This is an optimization exercise on Yosys and OpenROAD, whose aim is small area, a short achievable clock period and few clock cycles, not a production implementation.
Only simulation tests tie the RTL to the original design; equivalence was not proved.
Power and IR drop assume default switching activity.

==> run Y <==
==> flow/design.v (excerpt) <==
module exec_top (
	input  logic        clk,
	input  logic        rst,
	input  logic        issue_valid,
	output logic        issue_ready,
	input  logic [5:0]  issue_op,
	input  logic [31:0] issue_rs1,
	input  logic [31:0] issue_rs2,
	input  logic [31:0] issue_imm,
	input  logic [31:0] issue_pc,
	output logic        result_valid,
	output logic        result_rd_we,
	output logic [31:0] result_rd_data,
	output logic        result_jump_taken,
	output logic [31:0] result_jump_target,
	output logic        wb_cyc,
	output logic        wb_stb,
	output logic        wb_we,
	output logic [31:0] wb_adr,
	output logic [3:0]  wb_sel,
	output logic [31:0] wb_dat_o,
	input  logic        wb_ack,
	input  logic [31:0] wb_dat_i
);
clock: 6.5 ns
lec_check: 0
cap_margin: 20
core_margin: 2
core_utilization: 40
place_density: 0.6
setup_slack_margin: 2.5
slew_margin: 20
standard.sh (not shown) runs the stock make flow with config.mk's settings and CLKGATE_MAP_FILE= SYNTH_SCRIPT=/design/flow/synth_recipe.tcl, a recipe that flattens the netlist after the stock synthesis.
==> flow/flow/run.sh <==
#!/bin/bash
# The standard layout, with these changes:
# - synthesis is the standard flow's script, except that ABC maps the logic with
#   flow/abc_map.script (delay-targeted map with area recovery) instead of
#   ORFS's script; registers are mapped before ABC and are unchanged;
# - the adders are left to ABC instead of the library's adder cells;
# - the port buffers are buf_2 cells;
# - after clock tree synthesis, timing repair works only on the worst 5% of
#   the failing endpoints (TNS_END_PERCENT 5) to keep the area down.
# Each step's full log is in orfs/logs/; make's own output is in standard.log.
set -euo pipefail
here=$(pwd)
{
  head -n 1 synth_recipe.tcl
  cat <<EOT
proc abc {args} {
  set out {}
  set skip 0
  foreach a \$args {
    if { \$skip } { set skip 0; continue }
    if { \$a eq "-script" } { set skip 1; continue }
    lappend out \$a
  }
  yosys abc -script $here/flow/abc_map.script {*}\$out
}
EOT
  tail -n +2 synth_recipe.tcl
} > synth_custom.tcl
args=("SYNTH_SCRIPT=$here/synth_custom.tcl" "ADDER_MAP_FILE="
  "BUFFER_PORTS_ARGS=-buffer_cell sky130_fd_sc_hd__buf_2")
bash standard.sh "${args[@]}" cts > standard.log 2>&1
bash standard.sh "${args[@]}" "TNS_END_PERCENT=5" finish >> standard.log 2>&1
==> flow/flow/abc_map.script <==
strash
dch
map -D 1700
topo
stime -c
buffer -c
upsize -D 1700 -c
dnsize -D 1700 -c
==> inputs of run A, as changes to run Y <==
--- a/flow/design.v
+++ b/flow/design.v
@@ -186,12 +186,12 @@
 	endfunction
 	logic imm_shift, sub_r, sh_left, sh_arith;
 	logic is_mem, is_store, is_branch, is_jump, jalr, uns;
 	logic [1:0] size;
 	assign imm_shift = op[4];    
-	assign sh_left = is_op(op, exec_pkg::OP_SLL) | is_op(op, exec_pkg::OP_SLLI);
-	assign sh_arith = is_op(op, exec_pkg::OP_SRA) | is_op(op, exec_pkg::OP_SRAI);
+	assign sh_left = !op[2] & !op[0] & (op[1] ^ op[4]);
+	assign sh_arith = op[4] ? op[1] : op[0];
 	assign is_mem = op >= 6'(exec_pkg::OP_LB) && op <= 6'(exec_pkg::OP_SW);
 	assign is_store = op >= 6'(exec_pkg::OP_SB) && op <= 6'(exec_pkg::OP_SW);
 	assign is_branch = op >= 6'(exec_pkg::OP_BEQ) && op <= 6'(exec_pkg::OP_BGEU);
 	assign jalr = is_op(op, exec_pkg::OP_JALR);
 	assign is_jump = is_op(op, exec_pkg::OP_JAL) | jalr;
@@ -212,20 +212,22 @@
 	assign r_sltu = is_op(op, exec_pkg::OP_SLTU);
 	assign r_slti = is_op(op, exec_pkg::OP_SLTI);
 	assign r_sltiu = is_op(op, exec_pkg::OP_SLTIU);
 	assign r_shr = is_op(op, exec_pkg::OP_SRL) | is_op(op, exec_pkg::OP_SRA)
 		| is_op(op, exec_pkg::OP_SRLI) | is_op(op, exec_pkg::OP_SRAI);
-	assign r_shl = sh_left;
+	assign r_shl = is_op(op, exec_pkg::OP_SLL) | is_op(op, exec_pkg::OP_SLLI);
 	assign r_link = is_jump;
 	assign r_auipc = is_op(op, exec_pkg::OP_AUIPC);
 	logic l_imm, l_pass, l_xor, l_and;
-	assign l_xor = is_op(op, exec_pkg::OP_XOR) | is_op(op, exec_pkg::OP_XORI);
-	assign l_and = is_op(op, exec_pkg::OP_AND) | is_op(op, exec_pkg::OP_ANDI);
-	assign l_pass = is_op(op, exec_pkg::OP_LUI) | is_store;
-	assign l_imm = is_op(op, exec_pkg::OP_XORI) | is_op(op, exec_pkg::OP_ORI)
-		| is_op(op, exec_pkg::OP_ANDI) | is_op(op, exec_pkg::OP_LUI);
-	assign r_logic = l_xor | l_and | l_pass | is_op(op, exec_pkg::OP_OR) | is_op(op, exec_pkg::OP_ORI);
+	assign l_xor = op[2] & op[0] & !op[1];
+	assign l_and = !op[4] & op[3] & op[0] & (op[2] ~^ op[1]);
+	assign l_pass = op[5] | (op[4] & op[3]);
+	assign l_imm = (op[3] & op[2]) | op[5];
+	assign r_logic = is_op(op, exec_pkg::OP_XOR) | is_op(op, exec_pkg::OP_XORI)
+		| is_op(op, exec_pkg::OP_OR) | is_op(op, exec_pkg::OP_ORI)
+		| is_op(op, exec_pkg::OP_AND) | is_op(op, exec_pkg::OP_ANDI)
+		| is_op(op, exec_pkg::OP_LUI) | is_store;
 	exec_pkg::word_t rs1, rs2, imm;
 	assign rs1 = issue.rs1;
 	assign rs2 = issue.rs2;
 	assign imm = issue.imm;
 	exec_pkg::word_t sum_r, sum_i, sh_r, pc_imm, link, sh_l;
@@ -265,10 +267,11 @@
 	logic busy;
 	logic [3:0] sel_q;
 	logic xfl_q;          
 	logic jt_q;           
 	logic rv_q;
+	logic r2rd_q;             
 	exec_pkg::word_t r1_q;    
 	exec_pkg::word_t r2_q;    
 	exec_pkg::word_t load_data;
 	exec_pkg::word_t dat_o;
 	lsu_wb lsu_wb_inst (
@@ -293,28 +296,39 @@
 	assign br_lts = is_op(op, exec_pkg::OP_BLT) | is_op(op, exec_pkg::OP_BGE);
 	assign br_ltu = is_op(op, exec_pkg::OP_BLTU) | is_op(op, exec_pkg::OP_BGEU);
 	assign br_inv = !op[0];
 	logic jt_d;
 	logic slt_bit;
-	exec_pkg::word_t early, r1_d, r2_d;
+	exec_pkg::word_t r1_d, r2_d;
 	assign jt_d = (is_mem & uns) | is_jump | (br_eq & (eq ^ br_inv))
 		| (br_lts & (lts_r ^ br_inv)) | (br_ltu & (ltu_r ^ br_inv));
 	assign slt_bit = (r_slt & lts_r) | (r_sltu & ltu_r) | (r_slti & lts_i) | (r_sltiu & ltu_i);
 	exec_pkg::word_t la, lb, lres;
 	assign la = l_pass ? '0 : rs1;
 	assign lb = l_imm ? imm : rs2;
 	assign lres = l_xor ? (la ^ lb) : (l_and ? (la & lb) : (la | lb));
-	assign early = ({32{r_logic}} & lres)
-		| ({32{r_shr}} & sh_r)
-		| ({32{r_shl}} & sh_l)
-		| ({32{r_link}} & link)
-		| ({32{r_auipc}} & pc_imm);
-	assign r1_d = early
-		| ({32{r_add}} & sum_r)
-		| ({32{r_addi}} & sum_i)
+	logic rd_r2;
+	assign rd_r2 = r_add | r_addi | r_auipc | r_slt | r_sltu | r_slti | r_sltiu;
+	logic s1_logic, s1_shr, s1_shl, s1_link;
+	assign s1_logic = op[3] | (op[2] & !op[1] & !op[4] & !op[5]) | (op[5] & op[1] & op[0]);
+	assign s1_shr = !op[5] & !op[3] & (op[4] ? (op[1] ^ op[0]) : (op[2] & op[1]));
+	assign s1_shl = !op[5] & !op[3] & !op[2] & !op[0] & (op[1] ^ op[4]);
+	assign s1_link = op[5] & !(op[1] & op[0]);
+	logic s2_sum_r, s2_sum_i, s2_pc;
+	assign s2_sum_r = !op[5] & !op[4] & !op[3] & !op[2] & !op[1];
+	assign s2_sum_i = op[5] ? op[1]
+		: op[4] ? !(op[3] & (op[2] | (op[1] & op[0])))
+		: (op[3] & op[1] & !op[0] & !op[2]);
+	assign s2_pc = op[5] ? !op[1] : (op[4] & op[3] & (op[2] | (op[1] & op[0])));
+	assign r1_d = ({32{s1_logic}} & lres)
+		| ({32{s1_shr}} & sh_r)
+		| ({32{s1_shl}} & sh_l)
+		| ({32{s1_link}} & link);
+	assign r2_d = ({32{s2_sum_r}} & sum_r)
+		| ({32{s2_sum_i}} & {sum_i[31:1], sum_i[0] & !op[5]})
+		| ({32{s2_pc}} & pc_imm)
 		| {31'd0, slt_bit};
-	assign r2_d = (is_mem | jalr) ? {sum_i[31:1], sum_i[0] & !jalr} : pc_imm;
 	logic accept;
 	logic done;
 	assign done = busy & wb_s.ack;
 	assign issue_ready = !busy | wb_s.ack;
 	assign accept = issue_valid & issue_ready;
@@ -334,16 +348,17 @@
 			sel_q <= sel_d;
 			sgn_q <= sgn_d;
 			byte_q <= byte_d;
 			word_q <= word_d;
 			xfl_q <= is_mem ? is_store : !is_branch;
+			r2rd_q <= rd_r2;
 			jt_q <= jt_d;
 		end
 	end
 	assign result_valid = rv_q | done;
 	assign result.rd_we = busy ? !xfl_q : xfl_q;
-	assign result.rd_data = busy ? load_data : r1_q;
+	assign result.rd_data = busy ? load_data : (r2rd_q ? r2_q : r1_q);
 	assign result.jump_taken = jt_q & !busy;
 	assign result.jump_target = r2_q;
 	assign wb_m = {busy, busy, xfl_q, r2_q[31:2], 2'b00, sel_q, dat_o};  
 endmodule
 `default_nettype wire
SETUP_SLACK_MARGIN = 2.6   (was 2.5)
==> inputs of run D, as changes to run Y <==
--- a/flow/design.v
+++ b/flow/design.v
@@ -65,21 +65,19 @@
 	input  logic            sub_r,     
 	input  logic            sh_left,
 	input  logic            sh_arith,
 	output exec_pkg::word_t sum_r,     
 	output exec_pkg::word_t sum_i,     
-	output logic            ltu_r,     
-	output logic            lts_r,     
+	output logic            cout_r,    
 	output logic            ltu_i,     
 	output logic            lts_i,     
 	output exec_pkg::word_t sh_r       
 );
 	logic [33:0] ar;
 	assign ar = {1'b0, rs1, 1'b1} + {1'b0, rs2 ^ {32{sub_r}}, sub_r};
 	assign sum_r = ar[32:1];
-	assign ltu_r = rs1 < rs2;
-	assign lts_r = $signed(rs1) < $signed(rs2);
+	assign cout_r = ar[33];
 	assign sum_i = rs1 + imm;
 	assign ltu_i = rs1 < imm;
 	assign lts_i = $signed(rs1) < $signed(imm);
 	exec_pkg::word_t sh_in;
 	exec_pkg::word_t s0, s1, s2, s3, s4;
@@ -116,19 +114,13 @@
 `timescale 1ns/1ps
 `default_nettype none
 module lsu_wb (
 	input  logic [1:0]      size,      
 	input  logic [1:0]      ea_lo,
-	input  logic            uns,
 	output logic [3:0]      sel,
-	output logic [3:0]      sgn,       
-	output logic            byte_op,
-	output logic            word_op,
 	input  logic [3:0]      sel_q,
-	input  logic [3:0]      sgn_q,
-	input  logic            byte_q,
-	input  logic            word_q,
+	input  logic            uns_q,
 	input  exec_pkg::word_t st_q,      
 	output exec_pkg::word_t dat_o,     
 	input  exec_pkg::word_t wb_dat,
 	output exec_pkg::word_t load_data
 );
@@ -137,35 +129,31 @@
 			2'd0: sel = 4'b0001 << ea_lo;
 			2'd1: sel = ea_lo[1] ? 4'b1100 : 4'b0011;
 			default: sel = 4'b1111;
 		endcase
 	end
-	assign byte_op = size == 2'd0;
-	assign word_op = size == 2'd2;
-	always_comb begin
-		sgn = 4'b0000;
-		if (!uns) begin
-			if (byte_op) sgn = sel;
-			else if (!word_op) sgn = ea_lo[1] ? 4'b1000 : 4'b0010;
-		end
-	end
+	logic byte_op, half_op, word_op;
+	assign word_op = sel_q[0] & sel_q[3];
+	assign half_op = (sel_q[0] & sel_q[1] & !sel_q[3]) | (sel_q[3] & sel_q[2] & !sel_q[0]);
+	assign byte_op = !word_op & !half_op;
 	assign dat_o[7:0] = st_q[7:0];
-	assign dat_o[15:8] = byte_q ? st_q[7:0] : st_q[15:8];
-	assign dat_o[23:16] = word_q ? st_q[23:16] : st_q[7:0];
-	assign dat_o[31:24] = word_q ? st_q[31:24] : (byte_q ? st_q[7:0] : st_q[15:8]);
-	logic [3:0] b0_sel;       
-	logic b1_lo, b1_hi;       
-	logic sign;
-	assign b0_sel = {sel_q[3] & !sel_q[2], sel_q[2] & !sel_q[1], sel_q[1] & !sel_q[0], sel_q[0]};
-	assign b1_lo = !byte_q & sel_q[0];
-	assign b1_hi = !byte_q & !sel_q[0];
-	assign sign = |(sgn_q & {wb_dat[31], wb_dat[23], wb_dat[15], wb_dat[7]});
-	assign load_data[7:0] = ({8{b0_sel[0]}} & wb_dat[7:0]) | ({8{b0_sel[1]}} & wb_dat[15:8])
-		| ({8{b0_sel[2]}} & wb_dat[23:16]) | ({8{b0_sel[3]}} & wb_dat[31:24]);
-	assign load_data[15:8] = ({8{b1_lo}} & wb_dat[15:8]) | ({8{b1_hi}} & wb_dat[31:24])
-		| ({8{byte_q & sign}});
-	assign load_data[31:16] = word_q ? wb_dat[31:16] : {16{sign}};
+	assign dat_o[15:8] = byte_op ? st_q[7:0] : st_q[15:8];
+	assign dat_o[23:16] = word_op ? st_q[23:16] : st_q[7:0];
+	assign dat_o[31:24] = word_op ? st_q[31:24] : (half_op ? st_q[15:8] : st_q[7:0]);
+	logic [7:0] b0, b1;
+	logic ext;
+	always_comb begin
+		if (sel_q[0]) b0 = wb_dat[7:0];
+		else if (sel_q[1]) b0 = wb_dat[15:8];
+		else if (sel_q[2]) b0 = wb_dat[23:16];
+		else b0 = wb_dat[31:24];
+	end
+	assign b1 = sel_q[0] ? wb_dat[15:8] : wb_dat[31:24];
+	assign ext = !uns_q & (byte_op ? b0[7] : b1[7]);
+	assign load_data[7:0] = b0;
+	assign load_data[15:8] = byte_op ? {8{ext}} : b1;
+	assign load_data[31:16] = word_op ? wb_dat[31:16] : {16{ext}};
 endmodule
 `default_nettype wire
 `timescale 1ns/1ps
 `default_nettype none
 module exec_unit (
@@ -201,11 +189,11 @@
 			6'(exec_pkg::OP_LB), 6'(exec_pkg::OP_LBU), 6'(exec_pkg::OP_SB): size = 2'd0;
 			6'(exec_pkg::OP_LH), 6'(exec_pkg::OP_LHU), 6'(exec_pkg::OP_SH): size = 2'd1;
 			default: size = 2'd2;
 		endcase
 	end
-	assign sub_r = op[0];
+	assign sub_r = op[0] | op[2] | op[5];
 	logic r_add, r_addi, r_slt, r_sltu, r_slti, r_sltiu;
 	logic r_logic, r_shr, r_shl, r_link, r_auipc;
 	assign r_add = is_op(op, exec_pkg::OP_ADD) | is_op(op, exec_pkg::OP_SUB);
 	assign r_addi = is_op(op, exec_pkg::OP_ADDI);
 	assign r_slt = is_op(op, exec_pkg::OP_SLT);
@@ -227,23 +215,22 @@
 	exec_pkg::word_t rs1, rs2, imm;
 	assign rs1 = issue.rs1;
 	assign rs2 = issue.rs2;
 	assign imm = issue.imm;
 	exec_pkg::word_t sum_r, sum_i, sh_r, pc_imm, link, sh_l;
-	logic ltu_r, lts_r, ltu_i, lts_i, eq;
+	logic cout_r, ltu_i, lts_i, eq;
 	exec_alu exec_alu_inst (
 		.rs1      (rs1),
 		.rs2      (rs2),
 		.imm      (imm),
 		.shamt    (imm_shift ? imm[4:0] : rs2[4:0]),
 		.sub_r    (sub_r),
 		.sh_left  (sh_left),
 		.sh_arith (sh_arith),
 		.sum_r    (sum_r),
 		.sum_i    (sum_i),
-		.ltu_r    (ltu_r),
-		.lts_r    (lts_r),
+		.cout_r   (cout_r),
 		.ltu_i    (ltu_i),
 		.lts_i    (lts_i),
 		.sh_r     (sh_r)
 	);
 	branch_unit branch_unit_inst (
@@ -258,12 +245,10 @@
 	always_comb begin
 		for (int i = 0; i < 32; i++)
 			sh_l[i] = sh_r[31-i];
 	end
 	logic [3:0] sel_d;
-	logic [3:0] sgn_d, sgn_q;    
-	logic byte_d, byte_q, word_d, word_q;
 	logic busy;
 	logic [3:0] sel_q;
 	logic xfl_q;          
 	logic jt_q;           
 	logic rv_q;
@@ -272,35 +257,30 @@
 	exec_pkg::word_t load_data;
 	exec_pkg::word_t dat_o;
 	lsu_wb lsu_wb_inst (
 		.size      (size),
 		.ea_lo     (sum_i[1:0]),
-		.uns       (uns),
 		.sel       (sel_d),
-		.sgn       (sgn_d),
-		.byte_op   (byte_d),
-		.word_op   (word_d),
 		.sel_q     (sel_q),
-		.sgn_q     (sgn_q),
-		.byte_q    (byte_q),
-		.word_q    (word_q),
+		.uns_q     (jt_q),
 		.st_q      (r1_q),
 		.dat_o     (dat_o),
 		.wb_dat    (wb_s.dat),
 		.load_data (load_data)
 	);
-	logic br_eq, br_lts, br_ltu, br_inv;
+	logic lt_flip, br_eq, br_lt, br_inv;
+	assign lt_flip = (r_slt | is_op(op, exec_pkg::OP_BLT) | is_op(op, exec_pkg::OP_BGE)) & (rs1[31] ^ rs2[31]);
 	assign br_eq = is_op(op, exec_pkg::OP_BEQ) | is_op(op, exec_pkg::OP_BNE);
-	assign br_lts = is_op(op, exec_pkg::OP_BLT) | is_op(op, exec_pkg::OP_BGE);
-	assign br_ltu = is_op(op, exec_pkg::OP_BLTU) | is_op(op, exec_pkg::OP_BGEU);
+	assign br_lt = is_branch & !br_eq;
 	assign br_inv = !op[0];
 	logic jt_d;
 	logic slt_bit;
 	exec_pkg::word_t early, r1_d, r2_d;
 	assign jt_d = (is_mem & uns) | is_jump | (br_eq & (eq ^ br_inv))
-		| (br_lts & (lts_r ^ br_inv)) | (br_ltu & (ltu_r ^ br_inv));
-	assign slt_bit = (r_slt & lts_r) | (r_sltu & ltu_r) | (r_slti & lts_i) | (r_sltiu & ltu_i);
+		| (br_lt & (!cout_r ^ lt_flip ^ br_inv));
+	assign slt_bit = ((r_slt | r_sltu) & (!cout_r ^ lt_flip))
+		| (r_slti & lts_i) | (r_sltiu & ltu_i);
 	exec_pkg::word_t la, lb, lres;
 	assign la = l_pass ? '0 : rs1;
 	assign lb = l_imm ? imm : rs2;
 	assign lres = l_xor ? (la ^ lb) : (l_and ? (la & lb) : (la | lb));
 	assign early = ({32{r_logic}} & lres)
@@ -330,13 +310,10 @@
 	always_ff @(posedge clk) begin
 		if (issue_ready) begin
 			r1_q <= r1_d;
 			r2_q <= r2_d;
 			sel_q <= sel_d;
-			sgn_q <= sgn_d;
-			byte_q <= byte_d;
-			word_q <= word_d;
 			xfl_q <= is_mem ? is_store : !is_branch;
 			jt_q <= jt_d;
 		end
 	end
 	assign result_valid = rv_q | done;
==> flow/flow/run.sh (replaced) <==
#!/bin/bash
# The standard layout, with three changes:
# - synthesis is the standard flow's script, except that ABC maps the logic with
#   flow/abc_map.script (delay-targeted map with area recovery) instead of
#   ORFS's script; registers are mapped before ABC and are unchanged;
# - the adders are left to ABC instead of the library's adder cells;
# - the port buffers are buf_2 cells.
# Each step's full log is in orfs/logs/; make's own output is in standard.log.
set -euo pipefail
here=$(pwd)
{
  head -n 1 synth_recipe.tcl
  cat <<EOT
proc abc {args} {
  set out {}
  set skip 0
  foreach a \$args {
    if { \$skip } { set skip 0; continue }
    if { \$a eq "-script" } { set skip 1; continue }
    lappend out \$a
  }
  yosys abc -script $here/flow/abc_map.script {*}\$out
}
EOT
  tail -n +2 synth_recipe.tcl
} > synth_custom.tcl
bash standard.sh "SYNTH_SCRIPT=$here/synth_custom.tcl" "ADDER_MAP_FILE=" \
  "BUFFER_PORTS_ARGS=-buffer_cell sky130_fd_sc_hd__buf_2" finish > standard.log 2>&1
==> flow/flow/abc_map.script (replaced) <==
strash
dch
map -D 2000
topo
stime -c
buffer -c
upsize -D 2000 -c
dnsize -D 2000 -c
==> comparison <==
Run D completed without violations. Run A completed with no timing, DRC or antenna violations. Run Y completed without violations.
The lowest sequential power belongs to run D, the highest to run A.
Cell count, highest first: run Y, run D, run A.
In run A the global-route usage is higher than in run Y, by 0.99 points.
Critical path depth: run D > run A > run Y.
Testbench counts of run Y, summed over its fixed seeds: cycles 27,965.
Testbench counts of run A, summed over its fixed seeds: cycles 27,965.
Testbench counts of run D, summed over its fixed seeds: cycles 27,965.

-- separate check: timing with driven ports --
The results above use ideal ports. As a check the final layouts listed here were re-extracted and re-timed, cells and wires unchanged.
Step 1: set_driving_cell puts a clkbuf_16 on clk and a buf_2 on each other input, an assumption about the parent block.
Step 2 times the ports against the registers' clock, not the clock port: input delays grow and output delays shrink by t, the midpoint of the rising clock arrivals with the driver on.
Three values: no drivers, after step 1, after step 2; two values: the first two.
run	t (ns)	setup slack, ns	worst hold slack (ns)
run Y	0.452	2.426 / 2.460 / 2.008	1.092 / 1.105 / 1.557
run A	0.423	2.480 / 2.514 / 2.091	1.102 / 1.070 / 1.494
run D	0.458	2.391 / 2.403 / 1.945	1.091 / 1.053 / 1.456
After both steps setup and hold are still met in every run listed. The setup slack of run D, which loses most, moves by +0.012 ns with the drivers and by -0.446 ns with both steps.
